This design comes from an exercise in tuning for small area, a short achievable clock period and few clock cycles per item on the open sky130 flow, not from production work.
Function was checked by simulation only, so behaviour that the tests miss may differ from the original.
Power is estimated from default activity; no workload was simulated.

File: flow/design.v
package wafp_pkg;
  localparam int unsigned WINDOW_DEPTH = 64;
  localparam int unsigned SAMPLE_BITS  = 32;
  localparam int unsigned ADDR_BITS  = (WINDOW_DEPTH > 1) ? $clog2(WINDOW_DEPTH) : 1;
  localparam int unsigned COUNT_BITS = $clog2(WINDOW_DEPTH + 1);
  localparam int unsigned SUM_BITS   = SAMPLE_BITS + ADDR_BITS;
  localparam int unsigned STEP_BITS  = $clog2(SUM_BITS);
  localparam int unsigned FLOOR_BITS = 6;
  localparam int unsigned BIAS_BITS  = 14;
  localparam int unsigned IN_BYTES   = (2 * SAMPLE_BITS + 7) / 8;
  localparam int unsigned OUT_BYTES  = (FLOOR_BITS + BIAS_BITS + 7) / 8;
  localparam int unsigned POOL_TIER_4 = 1500;
  localparam int unsigned POOL_TIER_3 = 800;
  localparam int unsigned POOL_TIER_2 = 400;
  localparam int unsigned POOL_TIER_1 = 150;
  localparam int unsigned POOL_LOW    = 40;
  localparam int unsigned BONUS_4 = 25;
  localparam int unsigned BONUS_3 = 14;
  localparam int unsigned BONUS_2 = 8;
  localparam int unsigned BONUS_1 = 4;
  localparam int unsigned BIAS_4   = 9800;
  localparam int unsigned BIAS_3   = 9900;
  localparam int unsigned BIAS_2   = 9950;
  localparam int unsigned BIAS_MID = 10000;
  localparam int unsigned BIAS_LOW = 10100;
  localparam int unsigned FEE_DIV       = 50;
  localparam int unsigned FEE_CAP       = 32;
  localparam int unsigned FEE_CAP_START = FEE_CAP * FEE_DIV;
  localparam int unsigned FEE_IN_BITS   = $clog2(FEE_CAP_START);
  localparam int unsigned FEE_RECIP       = 1311;
  localparam int unsigned FEE_RECIP_BITS  = 11;
  localparam int unsigned FEE_RECIP_SHIFT = 16;
  localparam int unsigned FEE_PROD_BITS   = FEE_IN_BITS + FEE_RECIP_BITS;
endpackage
module wafp_ram #(
  parameter int unsigned Width = 8,
  parameter int unsigned Depth = 16
) (
  input  logic                          clk_i,
  input  logic                          we_i,
  input  logic [$clog2(Depth > 1 ? Depth : 2)-1:0] waddr_i,
  input  logic [Width-1:0]              wdata_i,
  input  logic [$clog2(Depth > 1 ? Depth : 2)-1:0] raddr_i,
  output logic [Width-1:0]              rdata_o
);
  logic [Width-1:0] mem_q [Depth];
  always_ff @(posedge clk_i) begin
    if (we_i) begin
      mem_q[waddr_i] <= wdata_i;
    end
    rdata_o <= mem_q[raddr_i];
  end
endmodule
module windowed_average_fee_policy (
  input  logic                             clk_i,
  input  logic                             rst_ni,
  input  logic                             s_axis_tvalid,
  output logic                             s_axis_tready,
  input  logic [8*wafp_pkg::IN_BYTES-1:0]  s_axis_tdata,
  output logic                             m_axis_tvalid,
  input  logic                             m_axis_tready,
  output logic [8*wafp_pkg::OUT_BYTES-1:0] m_axis_tdata
);
  localparam int unsigned SB = wafp_pkg::SAMPLE_BITS;
  localparam int unsigned AB = wafp_pkg::ADDR_BITS;
  localparam int unsigned CB = wafp_pkg::COUNT_BITS;
  localparam int unsigned UB = wafp_pkg::SUM_BITS;
  localparam int unsigned TB = wafp_pkg::STEP_BITS;
  localparam int unsigned FB = wafp_pkg::FLOOR_BITS;
  localparam int unsigned BB = wafp_pkg::BIAS_BITS;
  localparam int unsigned OW = 8 * wafp_pkg::OUT_BYTES;
  typedef enum logic [1:0] {
    ST_IDLE,
    ST_EVICT,
    ST_DIV,
    ST_DONE
  } state_e;
  state_e          state_q, state_d;
  logic [AB-1:0]   slot_q, slot_d;
  logic [CB-1:0]   fill_cnt_q, fill_cnt_d;
  logic [UB-1:0]   pool_sum_q, pool_sum_d;
  logic [UB-1:0]   fee_sum_q, fee_sum_d;
  logic [TB-1:0]   step_q, step_d;
  logic            out_valid_q, out_valid_d;
  logic [SB-1:0]   pool_in_q, fee_in_q;
  logic [UB-1:0]   div_pool_q, div_pool_d;
  logic [UB-1:0]   div_fee_q, div_fee_d;
  logic [CB-1:0]   rem_pool_q, rem_pool_d;
  logic [CB-1:0]   rem_fee_q, rem_fee_d;
  logic [OW-1:0]   out_data_q, out_data_d;
  logic            in_fire;
  logic            win_full;
  logic [2*SB-1:0] ram_rdata;
  logic [SB-1:0]   old_pool, old_fee;
  logic            ram_we;
  logic [CB:0]     trial_pool, trial_fee;
  logic            qbit_pool, qbit_fee;
  logic [FB-1:0]   bonus;
  logic [BB-1:0]   bias;
  logic [FB-1:0]   fee_term;
  logic [wafp_pkg::FEE_PROD_BITS-1:0] fee_prod;
  assign in_fire   = s_axis_tvalid && s_axis_tready;
  assign s_axis_tready = (state_q == ST_IDLE);
  assign m_axis_tvalid = out_valid_q;
  assign m_axis_tdata  = out_data_q;
  assign win_full  = (fill_cnt_q == CB'(wafp_pkg::WINDOW_DEPTH));
  assign ram_we    = (state_q == ST_EVICT);
  assign old_pool  = ram_rdata[SB-1:0];
  assign old_fee   = ram_rdata[2*SB-1:SB];
  wafp_ram #(
    .Width (2 * SB),
    .Depth (wafp_pkg::WINDOW_DEPTH)
  ) u_window (
    .clk_i   (clk_i),
    .we_i    (ram_we),
    .waddr_i (slot_q),
    .wdata_i ({fee_in_q, pool_in_q}),
    .raddr_i (slot_q),
    .rdata_o (ram_rdata)
  );
  assign trial_pool = {rem_pool_q, div_pool_q[UB-1]};
  assign trial_fee  = {rem_fee_q, div_fee_q[UB-1]};
  assign qbit_pool  = (trial_pool >= {1'b0, fill_cnt_q});
  assign qbit_fee   = (trial_fee >= {1'b0, fill_cnt_q});
  always_comb begin
    if (div_pool_q > UB'(wafp_pkg::POOL_TIER_4)) begin
      bonus = FB'(wafp_pkg::BONUS_4);
      bias  = BB'(wafp_pkg::BIAS_4);
    end else if (div_pool_q > UB'(wafp_pkg::POOL_TIER_3)) begin
      bonus = FB'(wafp_pkg::BONUS_3);
      bias  = BB'(wafp_pkg::BIAS_3);
    end else if (div_pool_q > UB'(wafp_pkg::POOL_TIER_2)) begin
      bonus = FB'(wafp_pkg::BONUS_2);
      bias  = BB'(wafp_pkg::BIAS_2);
    end else if (div_pool_q > UB'(wafp_pkg::POOL_TIER_1)) begin
      bonus = FB'(wafp_pkg::BONUS_1);
      bias  = BB'(wafp_pkg::BIAS_MID);
    end else if (div_pool_q < UB'(wafp_pkg::POOL_LOW)) begin
      bonus = '0;
      bias  = BB'(wafp_pkg::BIAS_LOW);
    end else begin
      bonus = '0;
      bias  = BB'(wafp_pkg::BIAS_MID);
    end
  end
  assign fee_prod = wafp_pkg::FEE_PROD_BITS'(div_fee_q[wafp_pkg::FEE_IN_BITS-1:0])
                  * wafp_pkg::FEE_PROD_BITS'(wafp_pkg::FEE_RECIP);
  always_comb begin
    if (div_fee_q >= UB'(wafp_pkg::FEE_CAP_START)) begin
      fee_term = FB'(wafp_pkg::FEE_CAP);
    end else begin
      fee_term = FB'(fee_prod >> wafp_pkg::FEE_RECIP_SHIFT);
    end
  end
  always_comb begin
    state_d     = state_q;
    slot_d      = slot_q;
    fill_cnt_d  = fill_cnt_q;
    pool_sum_d  = pool_sum_q;
    fee_sum_d   = fee_sum_q;
    step_d      = step_q;
    out_valid_d = out_valid_q;
    div_pool_d  = div_pool_q;
    div_fee_d   = div_fee_q;
    rem_pool_d  = rem_pool_q;
    rem_fee_d   = rem_fee_q;
    out_data_d  = out_data_q;
    if (out_valid_q && m_axis_tready) begin
      out_valid_d = 1'b0;
    end
    case (state_q)
      ST_IDLE: begin
        if (in_fire) begin
          state_d = ST_EVICT;
        end
      end
      ST_EVICT: begin
        if (win_full) begin
          pool_sum_d = pool_sum_q - UB'(old_pool) + UB'(pool_in_q);
          fee_sum_d  = fee_sum_q - UB'(old_fee) + UB'(fee_in_q);
        end else begin
          pool_sum_d = pool_sum_q + UB'(pool_in_q);
          fee_sum_d  = fee_sum_q + UB'(fee_in_q);
          fill_cnt_d = fill_cnt_q + CB'(1);
        end
        if (slot_q == AB'(wafp_pkg::WINDOW_DEPTH - 1)) begin
          slot_d = '0;
        end else begin
          slot_d = slot_q + AB'(1);
        end
        div_pool_d = pool_sum_d;
        div_fee_d  = fee_sum_d;
        rem_pool_d = '0;
        rem_fee_d  = '0;
        step_d     = '0;
        state_d    = ST_DIV;
      end
      ST_DIV: begin
        rem_pool_d = qbit_pool ? CB'(trial_pool - {1'b0, fill_cnt_q}) : CB'(trial_pool);
        rem_fee_d  = qbit_fee ? CB'(trial_fee - {1'b0, fill_cnt_q}) : CB'(trial_fee);
        div_pool_d = {div_pool_q[UB-2:0], qbit_pool};
        div_fee_d  = {div_fee_q[UB-2:0], qbit_fee};
        step_d     = step_q + TB'(1);
        if (step_q == TB'(UB - 1)) begin
          state_d = ST_DONE;
        end
      end
      ST_DONE: begin
        if (!out_valid_q || m_axis_tready) begin
          out_valid_d = 1'b1;
          out_data_d  = OW'({bias, FB'(FB'(1) + bonus + fee_term)});
          state_d     = ST_IDLE;
        end
      end
      default: begin
        state_d = ST_IDLE;
      end
    endcase
  end
  always_ff @(posedge clk_i or negedge rst_ni) begin
    if (!rst_ni) begin
      state_q     <= ST_IDLE;
      slot_q      <= '0;
      fill_cnt_q  <= '0;
      pool_sum_q  <= '0;
      fee_sum_q   <= '0;
      step_q      <= '0;
      out_valid_q <= 1'b0;
    end else begin
      state_q     <= state_d;
      slot_q      <= slot_d;
      fill_cnt_q  <= fill_cnt_d;
      pool_sum_q  <= pool_sum_d;
      fee_sum_q   <= fee_sum_d;
      step_q      <= step_d;
      out_valid_q <= out_valid_d;
    end
  end
  always_ff @(posedge clk_i) begin
    if (in_fire) begin
      pool_in_q <= s_axis_tdata[SB-1:0];
      fee_in_q  <= s_axis_tdata[2*SB-1:SB];
    end
    div_pool_q <= div_pool_d;
    div_fee_q  <= div_fee_d;
    rem_pool_q <= rem_pool_d;
    rem_fee_q  <= rem_fee_d;
    out_data_q <= out_data_d;
  end
endmodule
File: flow/run.sh
#!/bin/bash
# synth_recipe.tcl (not shown) runs the flow's synth.tcl, then flattens the netlist and writes it again
# the make line also repeats each setting of config.mk as NAME=value (left out here)
make -C /OpenROAD-flow-scripts/flow DESIGN_CONFIG=/design/flow/config.mk WORK_HOME=/design/flow/orfs CLKGATE_MAP_FILE= SYNTH_SCRIPT=/design/flow/synth_recipe.tcl finish
File: flow/config.mk
export PLATFORM = sky130hd
export DESIGN_NAME = windowed_average_fee_policy
export DESIGN_NICKNAME = windowed_average_fee_policy
export VERILOG_FILES = /design/flow/design.v
export SDC_FILE = /design/flow/constraint.sdc
export NUM_CORES = 4
export LEC_CHECK = 0
export CAP_MARGIN = 20
export CORE_MARGIN = 2
export CORE_UTILIZATION = 40
export SLEW_MARGIN = 20
File: flow/constraint.sdc
create_clock -name core_clock -period 8.0 [get_ports {clk_i}]
set_input_delay 1.6000 -clock core_clock [delete_from_list [all_inputs] [get_ports {clk_i}]]
set_output_delay 1.6000 -clock core_clock [all_outputs]
set_load 0.01 [all_outputs]
==> PnR_summary.wiki <==
{| class="wikitable"
! Metric !! Value
|-
| Wire length of the first global-routing pass || 841000 um
|-
| Final wirelength || 620000 um
|-
| Async SR Flop Fraction || 2.21%
|-
| Worst hold endpoint || fee_sum_q[37]
|-
| Maximum level of the CTS H-tree || 5
|-
| Critical Path Fanout Max || 6
|-
| Classification of the worst-slack hold path || reg2reg
|-
| Total CTS buffers || 437
|-
| Critical path class || reg2reg
|-
| Seq/Total Area, Yosys || 76.8%
|-
| Start point of the worst min-delay path || fee_sum_q[37]
|-
| Post-CTS clock slew at the launch and capture registers of the worst setup and hold paths || 0.07 ns
|-
| Number of antenna violations at the first check in global routing || 38
|-
| Floorplan die area || 434000 um^2
|-
| Mean instance size in the synthesized netlist || 16.8 um^2
|-
| Ratio of final minimum period to clock period || 78.6%
|-
| Number of cells produced by synthesis || 10200
|-
| Pin count of the biggest net entering global routing || 111
|-
| Signal arrival time at the worst endpoint || 7.06 ns
|-
| GRT Resource Usage Total || 27.7%
|-
| CTS tree || yes
|-
| Gates resized, CTS repair || 0
|-
| Top FF cell, synth || edfxtp_1
|-
| Final count of pins violating max slew || 0
|-
| Area inside the core boundary || 427000 um^2
|-
| Number of max-capacitance violations reported || 0
|-
| First DRT Iteration DRCs || 19400
|-
| Slowest-stage cell, CP || a2111oi_1
|-
| Distinct cells, synth || 93
|-
| Pleak || 62.5 nW
|-
| Die Ht || 659 um
|-
| Post-route clock skew || 0.0824 ns
|-
| Vias per std cell || 6.51
|-
| Flop and latch count out of synthesis || 4426
|-
| # rows || 240
|-
| Final-report setup violation count || 0
|-
| Kind of launch point of the worst setup path || flop
|-
| Final critical-path required period || 6.29 ns
|-
| Pre-antenna DRT Iters || 8
|-
| Final weighted congestion of routability-driven global placement || 0.899
|-
| Hold Fails Final Rpt || 0
|-
| Total of fill cells in the finished design || 36200
|-
| CP Capture Type || flop
|-
| Final setup margin || 1.71 ns
|-
| Top-level port count || 94
|-
| Maximum count of clock buffers along a single path || 4
|-
| Yosys warning total || 2
|-
| Count of port buffers added during placement || 83
|-
| Vias in the first global route || 102000
|-
| Post-synth top area cell || edfxtp_1
|-
| Avg WL per Cell || 37.4 um
|-
| Residual overflow from global routing || 0
|-
| Nets || 10900
|-
| Number of stages on the worst hold path || 1
|-
| Insertion delay of the later-clocked pin in the worst-skew pair || 1.02 ns
|-
| Number of hold buffers added after cts || 0
|-
| Area overhead of the layout relative to synthesis || 14.0%
|-
| R2R Path End || out_data_q[5]
|-
| Summed instance area of the synthesized netlist || 172000 um^2
|-
| Post-detailed-placement half-perimeter wirelength || 331000 um
|-
| IR Drop Worst-Case VDD || 0.511 mV
|-
| Worst slack after detailed placement || 1.41 ns
|-
| Worst Max-Slew Pin Slew || 1.27 ns
|-
| Worst path required time || 8.77 ns
|-
| Sink Count || 4426
|-
| Dominant cells by area after synthesis || edfxtp_1 75%, a22oi_1 5.8%, ha_1 1.9%
|-
| Highest cell delay on the worst timing path || 0.68 ns
|-
| Highest clock rate || 159 MHz
|-
| Relative max-transition margin || 15.4%
|-
| Reg2Reg Launch Point || div_fee_q[7]
|-
| Count of buffers added by post-CTS timing repair for setup || 0
|-
| Starting density of the core || 40.2%
|-
| Final setup TNS || 0 ns
|-
| RSZ-0062 raised after global routing || no
|-
| Power density cells || 401 nW/um^2
|-
| DRC violation count after routing || 0
|-
| Minimum setup slack among reg-to-reg paths || 1.71 ns
|-
| Fraction of synthesized cell area taken by the top area cell type || 74.6%
|-
| X dimension of the die || 659 um
|-
| Depth of the worst register-to-register path || 25
|-
| Run status || no timing/DRC/antenna violations
|-
| Post-route antenna net violation count || 0
|-
| Crit path top cell by count || inv_1
|-
| Share of final-layout standard cells stronger than drive strength 1 || 10.8%
|-
| Number of enable-type register cells in the synthesized netlist || 4264
|-
| Root buffer cell || clkbuf_16
|-
| Detailed-route via count || 108000
|}
-- per-stage QoR --
step                instances  cell area [um^2]  hold WS (ns)  utilization (%)  power, mW
global route            16600            196000         0.509             45.8       81.9
finish                  16600            196000         0.502             45.8       78.4
detailed placement      15700            181000         0.491             42.4       57.7
CTS                     16500            196000         0.501             45.8       78.1
floorplan               10200            172000         0.465                -       47.4
global placement        15700            181000         0.481             42.4       57.8
-- worst max path at each step --
stage | startpoint | endpoint | cells after the start
final | div_fee_q[7] | out_data_q[5] | 25
after detailed placement | div_fee_q[5] | out_data_q[5] | 25
after global routing | div_fee_q[5] | out_data_q[5] | 25
after CTS | div_fee_q[5] | out_data_q[5] | 25
after floorplan | slot_q[4] | u_window.mem_q[55][0] | 5
after global placement | div_fee_q[5] | out_data_q[5] | 25
-- where the power goes --
part / total (mW) / internal (mW) / switching, mW
Sequential: 28.9 / 27.7 / 1.14
Clock: 20.6 / 11.6 / 8.98
Combinational: 29.0 / 9.80 / 19.2
Total: 78.4 / 49.2 / 29.3
-- cells in the mapped netlist (16+ instances only) --
cell         n
a21o_1      57
a21oi_1    341
a221oi_1   367
a22o_1     361
a22oi_1   1333
a31oi_1    404
a41oi_1     37
and3_1      19
buf_1      100
clkbuf_1   490
dfrtp_1     98
dfxtp_1     64
edfxtp_1  4264
fa_1       106
ha_1       264
inv_1      421
mux2_2      60
mux2i_1     18
nand2_1    185
nand2b_1    24
nand3_1    119
nand4_1    152
nor2_1     245
nor2b_1     21
nor3_1      32
nor4_1      87
o211ai_1    20
o21a_1      16
o21ai_0    124
o21ai_1     20
o21bai_1    24
o31ai_1     16
xnor2_1    106
xor2_1      47
-- layer usage --
metal | part of all wire (%) | GRT usage (%) | wire length (um)
met1 | 38 | 38.1 | 236000
met4 | 4.2 | 10.3 | 26000
met5 | 0.063 | 0 | 391
met2 | 45 | 42.4 | 276000
met3 | 13 | 7.43 | 82200
-- state kept, by name, indices dropped and copies added, names as in the netlist, 2 cells and up --
signal	flops
fill_cnt_q	7
u_window.rdata_o	64
state_q	2
u_window.mem_q	4096
fee_sum_q	38
rem_fee_q	7
pool_sum_q	38
pool_in_q	32
rem_pool_q	7
out_data_q	14
step_q	6
div_pool_q	38
fee_in_q	32
slot_q	6
div_fee_q	38
-- layout make-up --
cell class	count	area (um^2)	share of cell area, %
Inverter	422	1590	0.810
Timing Repair Buffer	436	4390	2.24
Sequential cell	4426	132000	67.3
Multi-Input combinational cell	4776	36600	18.7
Clock buffer	557	11700	5.97
Antenna cell	27	67.6	0.0345
Tap cell	5687	7120	3.64
Clock inverter	247	2530	1.29
-- placed cells by master, fill, tap and decap left out, drive strengths merged, types with 145 or more instances in the layout --
master and instances:
nor2 245, nand2 185, ha 264, a22oi 1334, inv 434, a31oi 404
clkinv 188, edfxtp 4264, a221oi 367, o21ai 145, a22o 361, clkbuf 557
a21oi 343, nand4 152, buf 354
-- cells by family after synthesis --
kind of cell | count (synthesis) | share of synthesized area [%]
other cells | 2 | 0.00438
compound gates | 3211 | 13.7
simple gates | 954 | 2.78
fa+ha+maj | 370 | 3.16
flops | 4426 | 76.8
buf+inv | 1032 | 2.31
mux | 78 | 0.499
xor+xnor | 153 | 0.781
-- worst max-delay path: cells and delay by family, from the launching register on --
kind | cells | cell delay [ns]
XOR/XNOR | 2 | 0.27
AO/OA/AOI/OAI | 7 | 1.75
adder cells (fa/ha/maj) | 7 | 2.64
flip-flops | 1 | 0.57
buffers and inverters | 6 | 0.56
AND/OR/NAND/NOR | 3 | 0.26
Testbench counts, summed over its fixed seeds: cycles 196,808, items 4,800.

-- what the ideal ports hide --
The flow's constraints put no driver on any port. The routed layout listed below was extracted and timed again, unchanged, in two steps.
Step 1: set_driving_cell puts a clkbuf_16 on clk_i and a buf_2 on each other input, an assumption about the parent block.
Step 2 moves the port delays by t, midway between the first and last clock arrival at a register: inputs arrive t later, outputs are due t later. That takes back most of the time a late clock gives input paths.
a / b / c = ideal ports / drivers / drivers and shift; a / b = the first two.
t, ns: 1.090
setup slack, ns: 1.714 / 1.714 / 1.714
hold slack, ns: 0.502 / 0.502 / 0.502
slew at the worst register clock pin (ns): 0.07 / 0.07
After both steps setup and hold are still met in this run. For this run, drivers alone change the setup slack by 0.000 ns; drivers and shift together by 0.000 ns.
